Background: an optimization exercise with open tools, aiming at small area. Do not read the settings as production practice. The RTL was checked by simulation tests, not by an equivalence proof against the original design. Power and IR drop assume default switching activity.

oak:
==> flow/design.v <==
module gps_ack_multi #(
  parameter int          NCH       = 4,
  parameter int          SAMPLE_W  = 1,
  parameter int          ACC_W     = 16,
  parameter int          INT_LEN   = 4000,
  parameter int          PHASES    = 1023,
  parameter logic [31:0] CODE_STEP = 32'd1098437886
) (
  input  logic                 clk,
  input  logic                 rst,
  input  logic                 ack_start,
  input  logic                 adc_clk,
  input  logic [SAMPLE_W-1:0]  i_sample,
  input  logic [SAMPLE_W-1:0]  q_sample,
  input  logic [NCH*5-1:0]     sat,
  output logic                 busy,
  output logic                 int_active,
  output logic                 corr_complete,
  output logic [9:0]           code_phase,
  output logic [NCH*ACC_W-1:0] integrator,
  output logic [NCH*10-1:0]    peak_phase,
  output logic [NCH*ACC_W-1:0] peak_mag,
  output logic                 done
);
  localparam logic [2:0] IDLE   = 3'b000;
  localparam logic [2:0] IDLE_D = 3'b001;   
  localparam logic [2:0] SLEW   = 3'b010;
  localparam logic [2:0] SLEW_C = 3'b011;   
  localparam logic [2:0] ARM    = 3'b100;
  localparam logic [2:0] INTEG  = 3'b101;
  localparam logic [2:0] DUMP   = 3'b110;
  localparam logic [2:0] DONE   = 3'b111;   
  logic [2:0]  state, state_n;
  logic        s_idle, s_slew, s_run, s_dump, clr;
  logic        flag;                   
  logic [9:0]  phase;
  logic [10:1] g1, g2, g1_adv, g2_adv;
  logic [11:0] nco, nco_inc, nco_sum;
  logic        carry, last, slew_end, adv;
  logic [19:0] sat_q;
  logic        adc_prev, accept;
  logic [3:0]  chip, en;
  logic [1:0]  chip_u, chip_q;
  logic        sel01;
  logic [7:0]  cs;
  logic [10:0] cq [8];
  logic [10:0] cabs [8];
  logic [11:0] mh [4];
  logic [3:0]  gt;
  logic [11:0] integ_h [4];
  logic [11:0] peak_h [4];
  logic [9:0]  pphase [4];
  assign s_idle = (state[2:1] == 2'b00);
  assign s_slew = (state[2:1] == 2'b01);
  assign s_run  = (state[2:1] == 2'b10);
  assign s_dump = (state == DUMP);
  assign clr    = rst | (s_idle & ack_start);
  assign busy          = state[2] | state[1];
  assign done          = (state == IDLE_D);
  assign corr_complete = state[1] & state[0];
  assign int_active    = (state == INTEG);
  always_comb begin
    logic c;
    c = flag;
    for (int k = 0; k < 10; k++) begin
      phase[k] = code_phase[k] ^ c;
      c        = c & code_phase[k];
    end
  end
  assign accept   = adc_clk & ~adc_prev & s_run;
  assign carry    = (nco >= 12'd2977);
  assign last     = (nco == 12'd2977);
  assign slew_end = (nco == 12'd0);
  assign adv      = s_slew ? ~slew_end : (accept & carry);
  assign nco_inc  = s_run ? (accept ? (carry ? 12'd1119 : 12'd1023) : 12'd0) : {12{~slew_end}};
  assign g1_adv   = {g1[9:1], g1[3] ^ g1[10]};
  assign g2_adv   = {g2[9:1], g2[2] ^ g2[3] ^ g2[6] ^ g2[8] ^ g2[9] ^ g2[10]};
  always_comb begin
    logic c;
    c = 1'b0;
    for (int k = 0; k < 12; k++) begin
      nco_sum[k] = nco[k] ^ nco_inc[k] ^ c;
      c          = (nco[k] & nco_inc[k]) | (c & (nco[k] ^ nco_inc[k]));
    end
  end
  function automatic logic tap_xor(input logic [4:0] prn, input logic [10:1] g);
    case (prn)
      5'd1:  tap_xor = g[2] ^ g[6];   5'd2:  tap_xor = g[3] ^ g[7];
      5'd3:  tap_xor = g[4] ^ g[8];   5'd4:  tap_xor = g[5] ^ g[9];
      5'd5:  tap_xor = g[1] ^ g[9];   5'd6:  tap_xor = g[2] ^ g[10];
      5'd7:  tap_xor = g[1] ^ g[8];   5'd8:  tap_xor = g[2] ^ g[9];
      5'd9:  tap_xor = g[3] ^ g[10];  5'd10: tap_xor = g[2] ^ g[3];
      5'd11: tap_xor = g[3] ^ g[4];   5'd12: tap_xor = g[5] ^ g[6];
      5'd13: tap_xor = g[6] ^ g[7];   5'd14: tap_xor = g[7] ^ g[8];
      5'd15: tap_xor = g[8] ^ g[9];   5'd16: tap_xor = g[9] ^ g[10];
      5'd17: tap_xor = g[1] ^ g[4];   5'd18: tap_xor = g[2] ^ g[5];
      5'd19: tap_xor = g[3] ^ g[6];   5'd20: tap_xor = g[4] ^ g[7];
      5'd21: tap_xor = g[5] ^ g[8];   5'd22: tap_xor = g[6] ^ g[9];
      5'd23: tap_xor = g[1] ^ g[3];   5'd24: tap_xor = g[4] ^ g[6];
      5'd25: tap_xor = g[5] ^ g[7];   5'd26: tap_xor = g[6] ^ g[8];
      5'd27: tap_xor = g[7] ^ g[9];   5'd28: tap_xor = g[8] ^ g[10];
      5'd29: tap_xor = g[1] ^ g[6];   5'd30: tap_xor = g[2] ^ g[7];
      5'd31: tap_xor = g[3] ^ g[8];
      default: tap_xor = g[2] ^ g[6];   
    endcase
  endfunction
  assign sel01 = adc_prev | ~s_run;
  always_comb begin
    for (int u = 0; u < 2; u++)
      chip_u[u] = g1[10] ^ tap_xor(sel01 ? sat_q[u*5 +: 5] : sat_q[(u+2)*5 +: 5], g2);
    chip = {chip_u, chip_q};
    for (int c = 0; c < 4; c++) en[c] = |sat_q[c*5 +: 5];
  end
  always_ff @(posedge clk) if (sel01) chip_q <= chip_u;
  always_comb begin
    state_n = state;
    case (state)
      IDLE, IDLE_D: state_n = ack_start ? SLEW : IDLE;
      SLEW, SLEW_C: state_n = slew_end ? ARM : SLEW;
      ARM:          if (accept) state_n = last ? DUMP : INTEG;
      INTEG:        if (accept && last) state_n = DUMP;
      DUMP:         state_n = (flag && code_phase == 10'(PHASES - 2)) ? DONE : SLEW_C;
      DONE:         state_n = IDLE_D;
      default:      state_n = IDLE;
    endcase
  end
  always_ff @(posedge clk) begin
    if (rst) state <= IDLE;
    else     state <= state_n;
  end
  always_ff @(posedge clk) begin
    adc_prev <= adc_clk;
    if (s_idle) begin
      flag  <= 1'b0;
      sat_q <= sat;
    end else if (s_dump) begin
      flag <= 1'b1;
    end
    if (s_dump) begin
      g1 <= 10'b1111111110;
      g2 <= 10'b1111111110;
    end else if (!(s_slew || s_run)) begin
      g1 <= '1;
      g2 <= '1;
    end else if (adv) begin
      g1 <= g1_adv;
      g2 <= g2_adv;
    end
    if (s_dump)                    nco <= {2'b00, phase};
    else if (!(s_slew || s_run))   nco <= '0;
    else                           nco <= nco_sum;
  end
  always_ff @(posedge clk) begin
    for (int a = 0; a < 8; a++) begin
      logic [11:0] t;
      t[0] = accept & en[a/2] & (chip[a/2] == ((a % 2) ? q_sample[0] : i_sample[0]));
      for (int k = 0; k < 11; k++) t[k+1] = t[k] & cq[a][k];
      if (!s_run) begin
        cs[a] <= 1'b1;
        cq[a] <= en[a/2] ? 11'd47 : 11'h7ff;
      end else begin
        cq[a] <= (cq[a] ^ t[10:0]) | {10'd0, t[11]};
        if (t[11]) cs[a] <= 1'b0;
      end
    end
  end
  always_comb begin
    for (int a = 0; a < 8; a++) cabs[a] = cq[a] ^ {11{~cs[a]}};    
    for (int c = 0; c < 4; c++) begin
      logic cy, cg;
      logic [11:0] mn;
      cy = 1'b1;
      for (int k = 0; k < 11; k++) begin
        mn[k] = cabs[2*c][k] ^ cabs[2*c+1][k] ^ cy;
        cy    = (cabs[2*c][k] & cabs[2*c+1][k]) | (cy & (cabs[2*c][k] ^ cabs[2*c+1][k]));
      end
      mn[11] = cy;
      mh[c]  = ~mn;
      cg = 1'b1;
      for (int k = 0; k < 12; k++)
        cg = (mn[k] & peak_h[c][k]) | (cg & (mn[k] | peak_h[c][k]));
      gt[c] = ~cg;
    end
  end
  always_ff @(posedge clk) begin
    if (clr) begin
      code_phase <= '0;
      for (int c = 0; c < 4; c++) begin
        integ_h[c] <= '0;
        peak_h[c]  <= '0;
        pphase[c]  <= '0;
      end
    end else if (s_dump) begin
      code_phase <= phase;
      for (int c = 0; c < 4; c++) begin
        integ_h[c] <= mh[c];
        if (gt[c]) begin
          peak_h[c] <= mh[c];
          pphase[c] <= phase;
        end
      end
    end
  end
  always_comb begin
    for (int c = 0; c < 4; c++) begin
      integrator[c*16 +: 16] = {3'b000, integ_h[c], 1'b0};
      peak_mag[c*16 +: 16]   = {3'b000, peak_h[c], 1'b0};
      peak_phase[c*10 +: 10] = pphase[c];
    end
  end
endmodule
Settings: LEC_CHECK=0, CAP_MARGIN=20, CORE_MARGIN=2, CORE_UTILIZATION=65, CTS_BUF_LIST=sky130_fd_sc_hd__clkbuf_4, CTS_CLUSTER_DIAMETER=40, CTS_CLUSTER_SIZE=8, PLACE_DENSITY=0.75, SLEW_MARGIN=20; clock period 8.0 ns.
standard.sh (not shown) runs the stock make flow with config.mk's settings and CLKGATE_MAP_FILE= SYNTH_SCRIPT=/design/flow/synth_recipe.tcl, a recipe that flattens the netlist after the stock synthesis.
==> flow/flow/run.sh <==
#!/bin/bash
# Own layout flow: the standard synthesis, then the logic between the registers is mapped
# again by ABC for area (registers, their names and cell types are kept), then the standard
# layout with the ports buffered by the smallest buffer and a clock tree of small clock
# buffers without dummy loads. Each tool's output goes to its own log.
set -euo pipefail
W=$(pwd)
R=$W/orfs/results/$FLOW_PLATFORM/gps_ack_multi/base
LIB=$FLOW_HOME/platforms/$FLOW_PLATFORM/lib/sky130_fd_sc_hd__tt_025C_1v80.lib
YOSYS=$FLOW_HOME/../tools/install/yosys/bin/yosys
[[ -x $YOSYS ]] || YOSYS=yosys

bash standard.sh synth > synth.log 2>&1

python3 flow/genmap.py "$LIB" "$W/comb_map.v" > genmap.log 2>&1
DU=$(sed -n '/DONT_USE_CELLS/,/^$/p' $FLOW_HOME/platforms/$FLOW_PLATFORM/config.mk | grep -o 'sky130_fd_sc_hd__[A-Za-z0-9_]*' | sed 's/^/-dont_use /' | tr '\n' ' ')
cp "$R/1_2_yosys.v" "$W/1_2_yosys.standard.v"
cat > resyn.ys <<EOS
read_liberty -lib $LIB
read_verilog $W/1_2_yosys.standard.v
hierarchy -top $FLOW_TOP
techmap -map $W/comb_map.v
techmap
opt_expr
opt_clean
abc -liberty $LIB $DU -script $W/flow/resyn.abc
setundef -zero
splitnets
opt_clean -purge
hilomap -singleton -hicell sky130_fd_sc_hd__conb_1 HI -locell sky130_fd_sc_hd__conb_1 LO
opt_clean -purge
check -assert -mapped
stat -liberty $LIB
write_verilog -noattr -nohex -nodec $R/1_2_yosys.v
EOS
$YOSYS -s resyn.ys > resyn.log 2>&1
rm -f "$R/1_synth.odb"

bash standard.sh "BUFFER_PORTS_ARGS=-buffer_cell sky130_fd_sc_hd__buf_1" \
  "CTS_ARGS=-sink_clustering_enable -repair_clock_nets -dont_use_dummy_load -sink_clustering_size 8 -sink_clustering_max_diameter 40 -buf_list sky130_fd_sc_hd__clkbuf_4" finish > layout.log 2>&1
Other scripts of this flow, unchanged in this note and not shown: flow/flow/genmap.py, flow/flow/resyn.abc
diff inputs: oak => pine
--- a/flow/flow/run.sh
+++ b/flow/flow/run.sh
@@ -2,6 +2,5 @@
 # Own layout flow: the standard synthesis, then the logic between the registers is mapped
 # again by ABC for area (registers, their names and cell types are kept), then the standard
-# layout with the ports buffered by the smallest buffer and a clock tree of small clock
-# buffers without dummy loads. Each tool's output goes to its own log.
+# layout with the ports buffered by the smallest buffer. Each tool's output goes to its own log.
 set -euo pipefail
 W=$(pwd)
@@ -37,4 +36,3 @@
 rm -f "$R/1_synth.odb"
 
-bash standard.sh "BUFFER_PORTS_ARGS=-buffer_cell sky130_fd_sc_hd__buf_1" \
-  "CTS_ARGS=-sink_clustering_enable -repair_clock_nets -dont_use_dummy_load -sink_clustering_size 8 -sink_clustering_max_diameter 40 -buf_list sky130_fd_sc_hd__clkbuf_4" finish > layout.log 2>&1
+bash standard.sh "BUFFER_PORTS_ARGS=-buffer_cell sky130_fd_sc_hd__buf_1" finish > layout.log 2>&1
--- a/flow/config.mk
+++ b/flow/config.mk
@@ -8,8 +8,8 @@
 export CAP_MARGIN = 20
 export CORE_MARGIN = 2
-export CORE_UTILIZATION = 65
+export CORE_UTILIZATION = 40
 export CTS_BUF_LIST = sky130_fd_sc_hd__clkbuf_4
-export CTS_CLUSTER_DIAMETER = 40
-export CTS_CLUSTER_SIZE = 8
-export PLACE_DENSITY = 0.75
+export CTS_CLUSTER_DIAMETER = 50
+export CTS_CLUSTER_SIZE = 10
+export PLACE_DENSITY = 0.6
 export SLEW_MARGIN = 20
### Flow results
pine completed every stage of the flow, and the final layout passed the timing, DRC and antenna checks. Between oak and pine, the number of sequential cells does not differ in any meaningful way. Setup slack: pine less than oak. Looking at height of the die, pine sits 40 um above oak. Met1 track demand over resource in global routing: oak and pine compared, higher one is oak. oak → pine: wire length rose by about 10%; final weighted congestion in routability-driven placement fell by 0.020.
#### Input delta (birch over pine)
--- a/flow/flow/run.sh
+++ b/flow/flow/run.sh
@@ -36,3 +36,4 @@
 rm -f "$R/1_synth.odb"
 
-bash standard.sh "BUFFER_PORTS_ARGS=-buffer_cell sky130_fd_sc_hd__buf_1" finish > layout.log 2>&1
+bash standard.sh "BUFFER_PORTS_ARGS=-buffer_cell sky130_fd_sc_hd__buf_1" \
+  "CTS_ARGS=-sink_clustering_enable -repair_clock_nets -dont_use_dummy_load -sink_clustering_size 10 -sink_clustering_max_diameter 50 -buf_list sky130_fd_sc_hd__clkbuf_4" finish > layout.log 2>&1
--- a/flow/config.mk
+++ b/flow/config.mk
@@ -8,8 +8,8 @@
 export CAP_MARGIN = 20
 export CORE_MARGIN = 2
-export CORE_UTILIZATION = 40
+export CORE_UTILIZATION = 65
 export CTS_BUF_LIST = sky130_fd_sc_hd__clkbuf_4
 export CTS_CLUSTER_DIAMETER = 50
 export CTS_CLUSTER_SIZE = 10
-export PLACE_DENSITY = 0.6
+export PLACE_DENSITY = 0.75
 export SLEW_MARGIN = 20
Notes after the runs:
Diff pine -> birch: final total power lower, via count rose by about 1.4%, cell depth of the worst setup path -2.

---

== zinc ==
gps_ack_multi, a different RTL version from the one above (not shown whole).
Size: about 1900 cells after synthesis, about 300 flip-flops, about 210 I/O pins, about 17000 um2 of cells after synthesis.
==> flow/config.mk <==
export PLATFORM = sky130hd
export DESIGN_NAME = gps_ack_multi
export DESIGN_NICKNAME = gps_ack_multi
export VERILOG_FILES = /design/flow/design.v
export SDC_FILE = /design/flow/constraint.sdc
export NUM_CORES = 4
export LEC_CHECK = 0
export CAP_MARGIN = 20
export CORE_MARGIN = 2
export CORE_UTILIZATION = 40
export CTS_BUF_LIST = sky130_fd_sc_hd__clkbuf_4 sky130_fd_sc_hd__clkbuf_8
export PLACE_DENSITY = 0.6
export SLEW_MARGIN = 20
==> flow/constraint.sdc <==
create_clock -name core_clock -period 8.0 [get_ports {clk}]
set_input_delay 1.6000 -clock core_clock [delete_from_list [all_inputs] [get_ports {clk}]]
set_output_delay 1.6000 -clock core_clock [all_outputs]
set_load 0.01 [all_outputs]
==> flow/flow/run.sh <==
#!/bin/bash
# Standard layout, with the ports buffered by the smallest buffer.
set -euo pipefail
bash standard.sh synth > synth.log 2>&1
bash standard.sh "BUFFER_PORTS_ARGS=-buffer_cell sky130_fd_sc_hd__buf_1" finish > layout.log 2>&1
In summary, zinc completed successfully, with a layout that passed the timing, DRC and antenna checks.
Changes in fjord relative to zinc:
==> flow/run.sh (new file) <==
#!/bin/bash
# synth_recipe.tcl (not shown) runs the flow's synth.tcl, then flattens the netlist and writes it again
# the make line also repeats each setting of config.mk as NAME=value (left out here)
make -C /OpenROAD-flow-scripts/flow DESIGN_CONFIG=/design/flow/config.mk WORK_HOME=/design/flow/orfs CLKGATE_MAP_FILE= SYNTH_SCRIPT=/design/flow/synth_recipe.tcl finish
-- flow/config.mk --
<<< zinc, line 10
export CORE_UTILIZATION = 40
export CTS_BUF_LIST = sky130_fd_sc_hd__clkbuf_4 sky130_fd_sc_hd__clkbuf_8
export PLACE_DENSITY = 0.6
>>> fjord, line 10
export CORE_UTILIZATION = 40
export PLACE_DENSITY = 0.6
removed: flow/flow/run.sh
removed: flow/standard.sh
==> comparison <==
Both conditions hold for fjord: the flow ran to the end and the final layout passed the timing, DRC and antenna checks. When the final numbers for zinc and fjord were put side by side, the ratio of final minimum period to clock period turned out to be greater in zinc. zinc and fjord ended up with nearly the same routed wire length. Diff zinc..fjord | sequential element share of the synthesized area | unchanged. Delta(hold slack, fjord - zinc) > 0. Reported for zinc and fjord, number of sinks driven by the clock tree turned out identical to the last digit.

==> port drivers added, routing unchanged <==
How much do the figures lean on ideal ports? The routed layouts below were timed once more, with nothing changed but the port constraints.
Step 1 sets driving cells, clkbuf_16 on the clock port and buf_2 on the other inputs (assumed; they add their load-dependent delay and slew).
Step 2 times the ports against the registers' clock, not the clock port: input delays grow and output delays shrink by t, the midpoint of the rising clock arrivals with the driver on.
Slacks: no drivers / after step 1 / after step 2; pairs: no drivers / after step 1.
| run | shift t [ns] | setup slack, ns | hold WS [ns] | clock arrival spread, ns | cell pins on the clock port's net |
|---|---|---|---|---|---|
| oak | 0.674 | 0.906 / 0.906 / 0.906 | 0.444 / 0.444 / 0.444 | 0.068 / 0.068 | 1 |
| pine | 0.700 | 0.829 / 0.829 / 0.829 | 0.445 / 0.445 / 0.445 | 0.057 / 0.057 | 1 |
| birch | 0.654 | 0.893 / 0.893 / 0.893 | 0.443 / 0.443 / 0.443 | 0.083 / 0.082 | 1 |
| zinc | 0.663 | 0.496 / 0.496 / 0.496 | 0.446 / 0.446 / 0.446 | 0.028 / 0.028 | 1 |
| fjord | 0.589 | 0.527 / 0.527 / 0.527 | 0.450 / 0.450 / 0.450 | 0.027 / 0.027 | 1 |
After both steps every run listed still meets setup and hold.
